What follows belongs to an exercise in optimizing a design on an open flow for small area and a short achievable clock period; a production flow would make more cautious choices.
In this exercise RTL edits were held to simulation tests only and were not proved equivalent to the original.
Power figures rest on the tool's default switching activity, not on a simulated workload.

Design alu_19bit, start of the top module:
module alu_19bit (
    input  logic          clk,
    input  logic          rst_n,
    input  logic [18:0]   AC,
    input  logic [18:0]   DR,
    input  logic          ADD,
    input  logic          SUB,
    input  logic          MUL,
    input  logic          DIV,
    input  logic          AND,
    input  logic          OR,
    input  logic          XOR,
    input  logic          NOT,
    input  logic          INC,
    input  logic          DEC,
    input  logic          FFT,
    input  logic          ENC,
    input  logic          DNC,
    input  logic          TNF,
    output logic [18:0]   ALU_OP,
    output logic          OVF_FLAG
);
Size: roughly 20 flip-flops, about 74 I/O pins, roughly 0.020 sq mm of cells after synthesis.
clock: 50.0 ns
lec_check: 0
abc_area: 1
cap_margin: 20
core_margin: 2
core_utilization: 40
place_density: 0.8
slew_margin: 20
standard.sh (not shown) runs the stock make flow with config.mk's settings and CLKGATE_MAP_FILE= SYNTH_SCRIPT=/design/flow/synth_recipe.tcl, a recipe that flattens the netlist after the stock synthesis.
==> flow/flow/run.sh <==
#!/bin/bash
# The standard ORFS layout, with sky130_fd_sc_hd__buf_4 as the port buffers
# that buffer_ports puts on every input and output.
set -euo pipefail
export BUFFER_PORTS_ARGS="-buffer_cell sky130_fd_sc_hd__buf_4"
bash standard.sh > flow_make.log 2>&1
Change:
==> flow/run.sh (new file) <==
#!/bin/bash
# synth_recipe.tcl (not shown) runs the flow's synth.tcl, then flattens the netlist and writes it again
# the make line also repeats each setting of config.mk as NAME=value (left out here)
make -C /OpenROAD-flow-scripts/flow DESIGN_CONFIG=/design/flow/config.mk WORK_HOME=/design/flow/orfs CLKGATE_MAP_FILE= SYNTH_SCRIPT=/design/flow/synth_recipe.tcl finish
PLACE_DENSITY = unset   (was 0.8)
removed: flow/flow/run.sh
removed: flow/standard.sh
=> Global-route usage climbs by 1.9 points; hold slack is better by 630 ps; wire length climbs by a few percent; power rose slightly.

---

alu_19bit again, from the RTL that the note above started with.
// alu_19bit
module alu_19bit (
    input  logic          clk,
    input  logic          rst_n,
    input  logic [18:0]   AC,
    input  logic [18:0]   DR,
    input  logic          ADD,
    input  logic          SUB,
    input  logic          MUL,
    input  logic          DIV,
    input  logic          AND,
    input  logic          OR,
    input  logic          XOR,
    input  logic          NOT,
    input  logic          INC,
    input  logic          DEC,
    input  logic          FFT,
    input  logic          ENC,
    input  logic          DNC,
    input  logic          TNF,
    output logic [18:0]   ALU_OP,
    output logic          OVF_FLAG
);
export LEC_CHECK = 0
export ABC_AREA = 1
export CAP_MARGIN = 20
export CORE_MARGIN = 2
export CORE_UTILIZATION = 40
export SLEW_MARGIN = 20
create_clock -name core_clock -period 50.0 [get_ports {clk}]
==> flow/flow/run.sh <==
#!/bin/bash
# The standard ORFS layout with two changes:
#  - buffer_ports uses sky130_fd_sc_hd__buf_4 for the port buffers;
#  - the floorplan step's gate sizing aims for a setup margin
#    (flow/pre_floorplan.tcl); later steps keep the default margin.
set -euo pipefail
here=$(pwd)
export BUFFER_PORTS_ARGS="-buffer_cell sky130_fd_sc_hd__buf_4"
export PRE_FLOORPLAN_TCL="$here/flow/pre_floorplan.tcl"
bash standard.sh > flow_make.log 2>&1
==> flow/flow/pre_floorplan.tcl <==
# Used only by the floorplan step: its gate sizing (repair_timing with
# unbuffer, sizeup, swap, vt_swap) aims for 21 ns of setup slack.
set ::env(SETUP_SLACK_MARGIN) 21
The starting point passed the timing, DRC and antenna checks.
Change:
==> flow/flow/run.sh (replaced) <==
#!/bin/bash
# The standard ORFS layout, with sky130_fd_sc_hd__buf_4 as the port buffers
# that buffer_ports puts on every input and output.
set -euo pipefail
export BUFFER_PORTS_ARGS="-buffer_cell sky130_fd_sc_hd__buf_4"
bash standard.sh > flow_make.log 2>&1
Settings changed: CORE_UTILIZATION 40 to 60.
removed: flow/flow/pre_floorplan.tcl
Final area shrinks by a few percent. Final cell count shrinks by a few percent. Setup slack is worse by 0.58 ns. Total power shrinks by a few percent. Combinational power shrinks by a few percent. Via count grows by a few percent. Sequential power shrinks by a few percent. Routed wire length shrinks slightly.
Change:
Settings changed: CORE_UTILIZATION 60 to 40.
Worst setup slack improves by 0.18 ns.
Sequential power came out higher by about 2%.
Clock power climbs by 25%.
Cell count rises by 5.5%.
Total power is about the same.
Wire length increases by 0.46%.
Synthesized area does not change.
Final area went up by 1.5%.
Change:
==> flow/flow/run.sh (replaced) <==
#!/bin/bash
# The standard ORFS layout with two changes:
#  - synthesis maps with flow/abc.script (the area script without its buffering and upsizing) in place of
#    ORFS's abc_area.script; everything else in synthesis is synth_recipe.tcl;
#  - buffer_ports uses sky130_fd_sc_hd__buf_4 for the port buffers.
set -euo pipefail
here=$(pwd)
export BUFFER_PORTS_ARGS="-buffer_cell sky130_fd_sc_hd__buf_4"
{
  echo "proc abc {args} {"
  echo "  set i [lsearch -exact \$args -script]"
  echo "  if { \$i >= 0 } { lset args [expr {\$i + 1}] $here/flow/abc.script }"
  echo "  yosys abc {*}\$args"
  echo "}"
  cat synth_recipe.tcl
} > own_synth.tcl
sed "s|SYNTH_SCRIPT=[^ ]*|SYNTH_SCRIPT=$here/own_synth.tcl|" standard.sh > own_standard.sh
grep -q "SYNTH_SCRIPT=$here/own_synth.tcl" own_standard.sh
bash own_standard.sh > flow_make.log 2>&1
==> flow/flow/abc.script (new file) <==
strash
dch
map -B 0.9
topo
stime -c
dnsize -c
Setup slack got worse by 9.2 ns.
Wire length decreases by 4.4%.
Global-route usage increases by 4.0 points.
Design area decreases by 9.1%.
Utilization increases by 3.1 points.
Final cell count decreases by 3.0%.
Via count is about the same.
Synthesized cell count decreases by 2.9%.
Total power decreases by 10%.
Combinational power decreases by 11%.
Change:
==> flow/flow/run.sh (replaced) <==
#!/bin/bash
# The standard ORFS layout with two changes:
#  - buffer_ports uses sky130_fd_sc_hd__buf_4 for the port buffers;
#  - the floorplan step's gate sizing aims for a setup margin
#    (flow/pre_floorplan.tcl); later steps keep the default margin.
set -euo pipefail
here=$(pwd)
export BUFFER_PORTS_ARGS="-buffer_cell sky130_fd_sc_hd__buf_4"
export PRE_FLOORPLAN_TCL="$here/flow/pre_floorplan.tcl"
bash standard.sh > flow_make.log 2>&1
==> flow/flow/pre_floorplan.tcl (new file) <==
# Used only by the floorplan step: its gate sizing (repair_timing with
# unbuffer, sizeup, swap, vt_swap) aims for 24 ns of setup slack.
set ::env(SETUP_SLACK_MARGIN) 24
removed: flow/flow/abc.script
Outcome: The new run ran to the end with no violations. Clock power goes up by a few percent. Non-clock buffer count went down by 1. Cell count came out higher by a few percent. Global-route usage goes down by 3.5 points. Hold slack hardly moves. Combinational power climbs by about a fifth. Sequential power increases slightly. Synthesized cell count rose by a few percent. Synthesized area came out higher by about a fifth.
Change:
==> flow/flow/run.sh (replaced) <==
#!/bin/bash
# The standard ORFS layout with two changes:
#  - synthesis maps with flow/abc.script (the area script without its buffering step) in place of
#    ORFS's abc_area.script; everything else in synthesis is synth_recipe.tcl;
#  - buffer_ports uses sky130_fd_sc_hd__buf_4 for the port buffers.
set -euo pipefail
here=$(pwd)
export BUFFER_PORTS_ARGS="-buffer_cell sky130_fd_sc_hd__buf_4"
{
  echo "proc abc {args} {"
  echo "  set i [lsearch -exact \$args -script]"
  echo "  if { \$i >= 0 } { lset args [expr {\$i + 1}] $here/flow/abc.script }"
  echo "  yosys abc {*}\$args"
  echo "}"
  cat synth_recipe.tcl
} > own_synth.tcl
sed "s|SYNTH_SCRIPT=[^ ]*|SYNTH_SCRIPT=$here/own_synth.tcl|" standard.sh > own_standard.sh
grep -q "SYNTH_SCRIPT=$here/own_synth.tcl" own_standard.sh
bash own_standard.sh > flow_make.log 2>&1
==> flow/flow/abc.script (new file) <==
strash
dch
map -B 0.9
topo
stime -c
upsize -c
dnsize -c
removed: flow/flow/pre_floorplan.tcl
Outcome: The changed run finished clean; count of clock-buffer cells in the layout stays the same; power falls slightly; worst setup slack degrades by 0.50 ns; die area decreases by a few percent; area after synthesis falls by a few percent; global-route usage grows by 0.66 points; cell area goes down by a few percent; routed wire length shrinks by a few percent; via count drops slightly.

port drivers added, routing unchanged:
Ports are ideal in the flow. The routed layouts listed here were re-timed in OpenROAD.
Step 1 (the two cells are an assumption about what drives the block):
set clk [get_ports {clk}]
set_driving_cell -lib_cell sky130_fd_sc_hd__clkbuf_16 $clk
set_driving_cell -lib_cell sky130_fd_sc_hd__buf_2 [delete_from_list [all_inputs] $clk]
Step 2 moves the port delays by t, midway between the first and last clock arrival at a register: inputs arrive t later, outputs are due t later. That takes back most of the time a late clock gives input paths.
Three values: ideal, step 1, step 2; two values: the first two.
run	t, ns	setup slack, ns	worst setup path at the end	clock arrival spread, ns	pins driven straight from the clock port
the first run of note 1	0.274	14.101 / 14.101 / 13.827	input to register	0.004 / 0.003	1
the second run of note 1	0.284	13.772 / 13.776 / 13.491	input to register	0.005 / 0.005	1
the first run of note 2	0.280	14.551 / 14.558 / 14.278	input to register	0.002 / 0.002	1
the second run of note 2	0.279	13.968 / 13.977 / 13.698	input to register	0.004 / 0.003	1
the third run of note 2	0.278	14.150 / 14.154 / 13.876	input to register	0.004 / 0.004	1
the fourth run of note 2	0.276	4.990 / 4.995 / 4.719	input to register	0.002 / 0.002	1
the fifth run of note 2	0.280	14.551 / 14.558 / 14.278	input to register	0.002 / 0.002	1
the sixth run of note 2	0.274	14.050 / 14.050 / 13.776	input to register	0.002 / 0.002	1
After both steps every run listed still meets setup and hold. For the second run of note 1, which loses most, drivers alone change the setup slack by +0.004 ns; drivers and shift together by -0.281 ns.
